This design comes from an exercise in tuning for small area on the open sky130 flow, not from production work.
In this exercise RTL edits were held to simulation tests only and were not proved equivalent to the original.
Power and IR drop assume default switching activity. The clock port is modelled as an ideal driver; clocking choices that lean on that would not hold on a real chip.

Design cam_core, start of the top module:
module cam_core (
  input  logic                clk,
  input  logic                rst_3,
  input  logic [1:0]          i_mode,
  input  logic [3:0]          i_clause,
  input  logic [1:0]          i_variable,
  input  logic                i_threshold_kind,
  input  logic [31:0]         i_vars,
  input  logic [15:0]         i_leaf,
  input  logic [3:0]          i_tree_id,
  input  logic [1:0]          i_class_id,
  output logic                o_ready,
  input  logic                i_out_ready,
  output logic                o_valid,
  output logic [127:0]        o_leaves,
  output logic [31:0]         o_tree_ids,
  output logic [15:0]         o_class_ids
);
  localparam int NC = 16;
  localparam int NV = 4;
  localparam int NS = 8;
  logic advance;
  assign advance = !o_valid || i_out_ready;
  assign o_ready = advance;
  logic m_infer, m_write, m_dc;
  assign m_infer = (i_mode == 2'd0);
  assign m_write = (i_mode == 2'd1);
  assign m_dc    = (i_mode == 2'd2);
  logic [31:0] lower_rows  [NC];
  logic [31:0] higher_rows [NC];
  logic [15:0] leaf_mem    [NC];
  logic [3:0]  tree_mem    [NC];
  logic [1:0]  class_mem   [NC];
  logic [NC-1:0] live;
  logic [NV-1:0] dont_care;
  logic [NC-1:0] we_lo, we_hi;
  logic [31:0]   lower_next  [NC];
  logic [31:0]   higher_next [NC];
  always_comb
  begin
    for (int c = 0; c < NC; c++)
    begin
      we_lo[c] = advance && m_write && (i_clause == 4'(c)) && !i_threshold_kind;
      we_hi[c] = advance && m_write && (i_clause == 4'(c)) &&  i_threshold_kind;
    end
  end
  for (genvar c = 0; c < NC; c++)
  begin : g_rows
    cam_hold #(.W(32)) u_lo (.we(we_lo[c]), .nwe(!we_lo[c]), .d(~i_vars),
                             .q(lower_rows[c]),  .y(lower_next[c]));
    cam_hold #(.W(32)) u_hi (.we(we_hi[c]), .nwe(!we_hi[c]), .d(i_vars),
                             .q(higher_rows[c]), .y(higher_next[c]));
  end
  always_ff @(posedge clk)
  begin
    for (int c = 0; c < NC; c++)
    begin
      lower_rows[c]  <= lower_next[c];
      higher_rows[c] <= higher_next[c];
    end
  end
  always_ff @(posedge clk)
  begin
    if (rst_3)
    begin
      live      <= '0;
      dont_care <= '0;
    end
    else if (advance)
    begin
      for (int c = 0; c < NC; c++)
  ...
Size in the first run: roughly 240 I/O pins, ~0.055 sq mm of cells after synthesis.
==> flow/config.mk <==
export PLATFORM = sky130hd
export DESIGN_NAME = cam_core
export DESIGN_NICKNAME = cam_core
export VERILOG_FILES = /design/flow/design.v
export SDC_FILE = /design/flow/constraint.sdc
export NUM_CORES = 4
export LEC_CHECK = 0
export CAP_MARGIN = 20
export CORE_MARGIN = 2
export CORE_UTILIZATION = 65
export GPL_TIMING_DRIVEN = 0
export SLEW_MARGIN = 20
export SYNTH_HIERARCHICAL = 1
==> flow/constraint.sdc <==
create_clock -name core_clock -period 5.0 [get_ports {clk}]
set_input_delay 1.0000 -clock core_clock [delete_from_list [all_inputs] [get_ports {clk}]]
set_output_delay 1.0000 -clock core_clock [all_outputs]
set_load 0.01 [all_outputs]
standard.sh (not shown) runs the stock make flow with config.mk's settings and CLKGATE_MAP_FILE= SYNTH_SCRIPT=/design/flow/synth_recipe.tcl, a recipe that flattens the netlist after the stock synthesis.
==> flow/flow/run.sh <==
#!/bin/bash
# Standard synthesis, then the standard layout with a few layout-only
# settings passed to the ORFS make targets:
#  - port buffers use a small buffer cell,
#  - clock tree: larger sink clusters, no dummy loads,

set -euo pipefail
bash standard.sh synth > synth.log 2>&1
bash standard.sh \
  BUFFER_PORTS_ARGS="-buffer_cell sky130_fd_sc_hd__buf_1" \
  CTS_ARGS="-sink_clustering_enable -repair_clock_nets -sink_clustering_size 24 -sink_clustering_max_diameter 100 -buf_list sky130_fd_sc_hd__clkbuf_16 -dont_use_dummy_load" \
  finish > layout.log 2>&1
The first run completed with no timing, DRC or antenna violations.
==> next run, changes <==
--- a/flow/flow/run.sh
+++ b/flow/flow/run.sh
@@ -11 +11 @@
-  CTS_ARGS="-sink_clustering_enable -repair_clock_nets -sink_clustering_size 24 -sink_clustering_max_diameter 100 -buf_list sky130_fd_sc_hd__clkbuf_16 -dont_use_dummy_load" \
+  CTS_ARGS="-sink_clustering_enable -repair_clock_nets -sink_clustering_size 14 -sink_clustering_max_diameter 100 -buf_list sky130_fd_sc_hd__clkbuf_8 -dont_use_dummy_load" \
- GPL_TIMING_DRIVEN: 0 -> unset
The new run finished with timing, DRC and antenna clean.
Wire length rose by 2.0%.
Cell area fell by 2.0%.
Worst setup slack is better by 900 ps.
Final cell count rose by about 1.2%.
Sequential cell count is unchanged.
Global-route usage rose by 1.0 points.
Clock-buffer cell count rose by 44.
Register-to-register slack is better by 530 ps.
Maximum frequency rose by about 26%.
==> next run, changes <==
==> flow/run.sh (new file) <==
#!/bin/bash
# synth_recipe.tcl (not shown) runs the flow's synth.tcl, then flattens the netlist and writes it again
# the make line also repeats each setting of config.mk as NAME=value (left out here)
make -C /OpenROAD-flow-scripts/flow DESIGN_CONFIG=/design/flow/config.mk WORK_HOME=/design/flow/orfs CLKGATE_MAP_FILE= SYNTH_SCRIPT=/design/flow/synth_recipe.tcl finish
- CTS_BUF_LIST: unset -> sky130_fd_sc_hd__clkbuf_16
- CTS_CLUSTER_DIAMETER: unset -> 100
- CTS_CLUSTER_SIZE: unset -> 30
removed: flow/flow/run.sh
removed: flow/standard.sh
Total power came out higher by 0.65%.
Cell area came out higher by 2.5%.
Fmax came out lower by 6.4%.
Clock-buffer cell count came out lower by 57.
==> next run, changes <==
==> flow/flow/run.sh (new file) <==
#!/bin/bash
# Standard synthesis, then the standard layout with a few layout-only
# settings passed to the ORFS make targets:
#  - port buffers use a small buffer cell,
#  - clock tree: larger sink clusters, no dummy loads,

set -euo pipefail
bash standard.sh synth > synth.log 2>&1
bash standard.sh \
  BUFFER_PORTS_ARGS="-buffer_cell sky130_fd_sc_hd__buf_1" \
  CTS_ARGS="-sink_clustering_enable -repair_clock_nets -sink_clustering_size 27 -sink_clustering_max_diameter 80 -buf_list sky130_fd_sc_hd__clkbuf_16 -dont_use_dummy_load" \
  finish > layout.log 2>&1
==> flow/standard.sh (new file) <==
#!/bin/bash
# synth_recipe.tcl (not shown) runs the flow's synth.tcl, then flattens the netlist and writes it again
# the make line also repeats each setting of config.mk as NAME=value (left out here)
make -C /OpenROAD-flow-scripts/flow DESIGN_CONFIG=/design/flow/config.mk WORK_HOME=/design/flow/orfs CLKGATE_MAP_FILE= SYNTH_SCRIPT=/design/flow/synth_recipe.tcl "${@:-finish}"
- CTS_BUF_LIST: sky130_fd_sc_hd__clkbuf_16 -> unset
- CTS_CLUSTER_DIAMETER: 100 -> unset
- CTS_CLUSTER_SIZE: 30 -> unset
removed: flow/run.sh
=> Synthesized cell count stays the same; worst setup slack improved by 140 ps; power drops by 0.73%; via count barely changes; final area drops by 2.5%.

[afterwards: timing with drivers on the ports]
The results above use ideal ports. As a check the final layouts listed here were re-extracted and re-timed, cells and wires unchanged. Step 1 (the two cells are an assumption about what drives the block):
set clk [get_ports {clk}]
set_driving_cell -lib_cell sky130_fd_sc_hd__clkbuf_16 $clk
set_driving_cell -lib_cell sky130_fd_sc_hd__buf_2 [delete_from_list [all_inputs] $clk]
Step 2 also shifts input and output timing later by t, the mid clock arrival at the registers, as if the neighbouring blocks saw the same clock. Three values: ideal, step 1, step 2; two values: the first two.
| run | shift t [ns] | slack for setup (ns) | latest minus earliest clock arrival (ns) |
|---|---|---|---|
| the first run | 0.708 | 0.585 / 0.584 / -0.124 | 0.038 / 0.038 |
| the second run | 0.843 | 1.487 / 1.538 / 0.696 | 0.091 / 0.091 |
| the third run | 0.758 | 1.244 / 1.254 / 0.495 | 0.034 / 0.035 |
| the fourth run | 0.753 | 1.388 / 1.441 / 0.688 | 0.036 / 0.036 |
Met with ideal ports but missed after step 2: setup timing in the first run. For the second run, which loses most, drivers alone change the setup slack by +0.051 ns; drivers and shift together by -0.791 ns.
